This is an optimization exercise on Yosys and OpenROAD, whose aim is small area, not a production implementation.
In this exercise RTL edits were held to simulation tests only and were not proved equivalent to the original.
No driver is modelled on the clock port, so clock power and skew are understated where the tree is cut down; a real chip needs a root buffer or a tree.
No activity file was given, so power comes from the tool's default toggle rates.

==> trial 71: inputs <==
## calendar_time_add_minutes
module calendar_time_add_minutes #(
    parameter int MAX_ADD_MINUTES = 65535
) (
    input  wire logic                     clk,
    input  wire logic                     rst_n,
    input  wire logic                     cmd_valid,
    output wire logic                     cmd_ready,
    input  wire logic                     cmd_req_type,
    input  wire logic [cta_pkg::ADD_W-1:0]    cmd_add_minutes,
    input  wire logic [cta_pkg::DAY_W-1:0]    cmd_load_day,
    input  wire logic [cta_pkg::MONTH_W-1:0]  cmd_load_month,
    input  wire logic [cta_pkg::YEAR_W-1:0]   cmd_load_year,
    input  wire logic [cta_pkg::HOUR_W-1:0]   cmd_load_hour,
    input  wire logic [cta_pkg::MINUTE_W-1:0] cmd_load_minute,
    output wire logic                     rsp_valid,
    input  wire logic                     rsp_ready,
    output wire logic [cta_pkg::DAY_W-1:0]    rsp_out_day,
    output wire logic [cta_pkg::MONTH_W-1:0]  rsp_out_month,
    output wire logic [cta_pkg::YEAR_W-1:0]   rsp_out_year,
    output wire logic [cta_pkg::HOUR_W-1:0]   rsp_out_hour,
    output wire logic [cta_pkg::MINUTE_W-1:0] rsp_out_minute,
    output wire logic                     rsp_leap_flag,
    output wire logic [cta_pkg::DAY_W-1:0]    rsp_month_length
);
export LEC_CHECK = 0
export CAP_MARGIN = 20
export CORE_MARGIN = 2
export CORE_UTILIZATION = 40
export SLEW_MARGIN = 20
create_clock -name core_clock -period 10.0 [get_ports {clk}]
standard.sh (not shown) runs the stock make flow with config.mk's settings and CLKGATE_MAP_FILE= SYNTH_SCRIPT=/design/flow/synth_recipe.tcl, a recipe that flattens the netlist after the stock synthesis.
==> flow/flow/run.sh <==
#!/bin/bash
# The standard layout (standard.sh), with these changes:
#  - synthesis maps the logic with an area-oriented ABC script (flow/abc.script,
#    run with eight seeds of its &deepsyn step, keeping the smallest result;
#    flow/synth.tcl is synth_recipe.tcl plus that one change), without the
#    platform's adder cells and the Kogge-Stone carry map;
#  - the port buffers are the smallest buffer cell;
#  - the clock reaches the flip-flops through one clkbuf_16 (flow/pre_cts.tcl)
#    instead of a clock tree.
set -euo pipefail
here=$(pwd)
export MY_ABC_SCRIPT=$here/flow/abc.script
export PRE_CTS_TCL=$here/flow/pre_cts.tcl
export BUFFER_PORTS_ARGS="-buffer_cell sky130_fd_sc_hd__buf_1"
sed -e "s#SYNTH_SCRIPT=[^ ]*#SYNTH_SCRIPT=$here/flow/synth.tcl ADDER_MAP_FILE= SYNTH_OPERATIONS_ARGS=-nofsm#" standard.sh > own.sh
bash own.sh > own.log 2>&1
==> flow/flow/pre_cts.tcl <==
# Clock distribution for this small design: the clock port drives 4
# clkbuf_8 buffers directly, each driving the clock pins of one group of
# flip-flops (the flip-flops split by position: halves by x, then by y),
# in place of the clock tree that clock_tree_synthesis would build.
# Sourced by ORFS's cts.tcl (PRE_CTS_TCL) before its clock_tree_synthesis
# call, which it then turns into a no-op; the rest of cts.tcl (placement
# legalisation, timing repair) runs as usual.
set block [ord::get_db_block]
set clk_net [$block findNet clk]
set master [[ord::get_db] findMaster sky130_fd_sc_hd__clkbuf_8]
set pins {}
foreach it [$clk_net getITerms] {
  set loc [[$it getInst] getLocation]
  lappend pins [list $it [lindex $loc 0] [lindex $loc 1]]
}
proc split_by { items idx } {
  set s [lsort -integer -index $idx $items]
  set h [expr {[llength $s] / 2}]
  return [list [lrange $s 0 [expr {$h - 1}]] [lrange $s $h end]]
}
set groups [list $pins]
if { 4 >= 2 } { set groups [split_by $pins 1] }
if { 4 >= 4 } {
  set g {}
  foreach grp $groups { foreach h [split_by $grp 2] { lappend g $h } }
  set groups $g
}
set k 0
foreach grp $groups {
  set buf [odb::dbInst_create $block $master clkbuf_leaf_$k]
  set net [odb::dbNet_create $block clknet_leaf_$k]
  $net setSigType CLOCK
  set xs 0
  set ys 0
  foreach p $grp {
    lassign $p it x y
    incr xs $x
    incr ys $y
    $it disconnect
    $it connect $net
  }
  [$buf findITerm A] connect $clk_net
  [$buf findITerm X] connect $net
  set n [llength $grp]
  $buf setLocation [expr {$xs / $n}] [expr {$ys / $n}]
  $buf setPlacementStatus PLACED
  puts "pre_cts: clkbuf_leaf_$k drives $n clock pins"
  incr k
}
rename clock_tree_synthesis orfs_clock_tree_synthesis
proc clock_tree_synthesis { args } {
  puts "clock_tree_synthesis skipped: clock buffered by pre_cts.tcl"
}
Other scripts of this flow, unchanged in this note and not shown: flow/flow/abc.script, flow/flow/synth.tcl
==> inputs of trial 92, as changes to trial 71 <==
==> flow/flow/run.sh (replaced) <==
#!/bin/bash
# The standard layout (standard.sh), with these changes:
#  - synthesis maps the logic with an area-oriented ABC script (flow/abc.script,
#    run with eight seeds of its &deepsyn step, keeping the smallest result;
#    flow/synth.tcl is synth_recipe.tcl plus that one change), without the
#    platform's adder cells and the Kogge-Stone carry map;
#  - the port buffers are the smallest buffer cell;
#  - clock tree synthesis inserts no dummy loads.
set -euo pipefail
here=$(pwd)
export MY_ABC_SCRIPT=$here/flow/abc.script
export CTS_ARGS="-sink_clustering_enable -repair_clock_nets -buf_list sky130_fd_sc_hd__clkbuf_16 -root_buf sky130_fd_sc_hd__clkbuf_16 -sink_clustering_size 60 -sink_clustering_max_diameter 400 -sink_buffer_max_cap_derate 1.0 -dont_use_dummy_load"
export BUFFER_PORTS_ARGS="-buffer_cell sky130_fd_sc_hd__buf_1"
sed -e "s#SYNTH_SCRIPT=[^ ]*#SYNTH_SCRIPT=$here/flow/synth.tcl ADDER_MAP_FILE= SYNTH_OPERATIONS_ARGS=-nofsm#" standard.sh > own.sh
bash own.sh > own.log 2>&1
removed: flow/flow/pre_cts.tcl
==> notes <==
- In sequential power, trial 92 and trial 71 hardly differ.
- Of trial 92 and trial 71, trial 92 has the higher clock power (gap 72%, measured against trial 71).
- In cell count, trial 92 and trial 71 hardly differ.
- In die area, trial 71 and trial 92 do not differ.
- Synthesized cell count is the same in trial 71 and trial 92.
- In trial 92 the via count is higher than in trial 71, by 1.1%.
==> figures <==
| metric | trial 71 | trial 92 |
|---|---|---|
| End-of-flow core utilization | 48.5% | 49.6% |
| Clock tree skew after final layout | 11.9 ps | 8.76 ps |
| Post-layout total power | 0.362 mW | 0.429 mW |
| M3 GR Usage | 1.61% | 2.65% |
| Average wire length per cell after detail routing | 12.9 um | 13.0 um |
| Power in the clock group | 0.0921 mW | 0.158 mW |
| Post-route insts no fill | 566 | 567 |
| Register share of the cell area | 32.7% | 32.0% |
| Wire length on met3 | 487 um | 421 um |
| Met2 routing resource usage after global routing | 32.5% | 32.8% |
| Min cycle time layout | 6090 ps | 5970 ps |
| Status | timing/DRC/antenna clean | timing/DRC/antenna clean |
| Clock-pin slew on the worst setup and hold paths | 90 ps | 70 ps |
In trial 71 the design's own scripts or RTL, not TritonCTS, make the clock network.

separate check: timing with driven ports:
The flow's constraints put no driver on any port. The routed layouts listed below were extracted and timed again, unchanged, in two steps. Step 1 (the two cells are an assumption about what drives the block):
set clk [get_ports {clk}]
set_driving_cell -lib_cell sky130_fd_sc_hd__clkbuf_16 $clk
set_driving_cell -lib_cell sky130_fd_sc_hd__buf_2 [delete_from_list [all_inputs] $clk]
Step 2 adds t to the input delays and takes it off the output delays; t is the mean of the earliest and latest rising clock arrival at the registers after step 1. Input paths then give back, and output paths get back, about the clock's delay inside the block. a / b / c = no drivers / after step 1 / after step 2; a / b = the first two.
run | t (ns) | slack for setup (ns) | hold slack, ns | worst data-port slew with drivers (ns)
trial 71 | 0.205 | 3.910 / 3.946 / 3.741 | 0.480 / 0.480 / 0.480 | 0.04
trial 92 | 0.314 | 4.034 / 4.045 / 3.732 | 0.478 / 0.478 / 0.478 | 0.03
After both steps every run listed still meets setup and hold. For trial 92, which loses most, drivers alone change the setup slack by +0.011 ns; drivers and shift together by -0.302 ns.
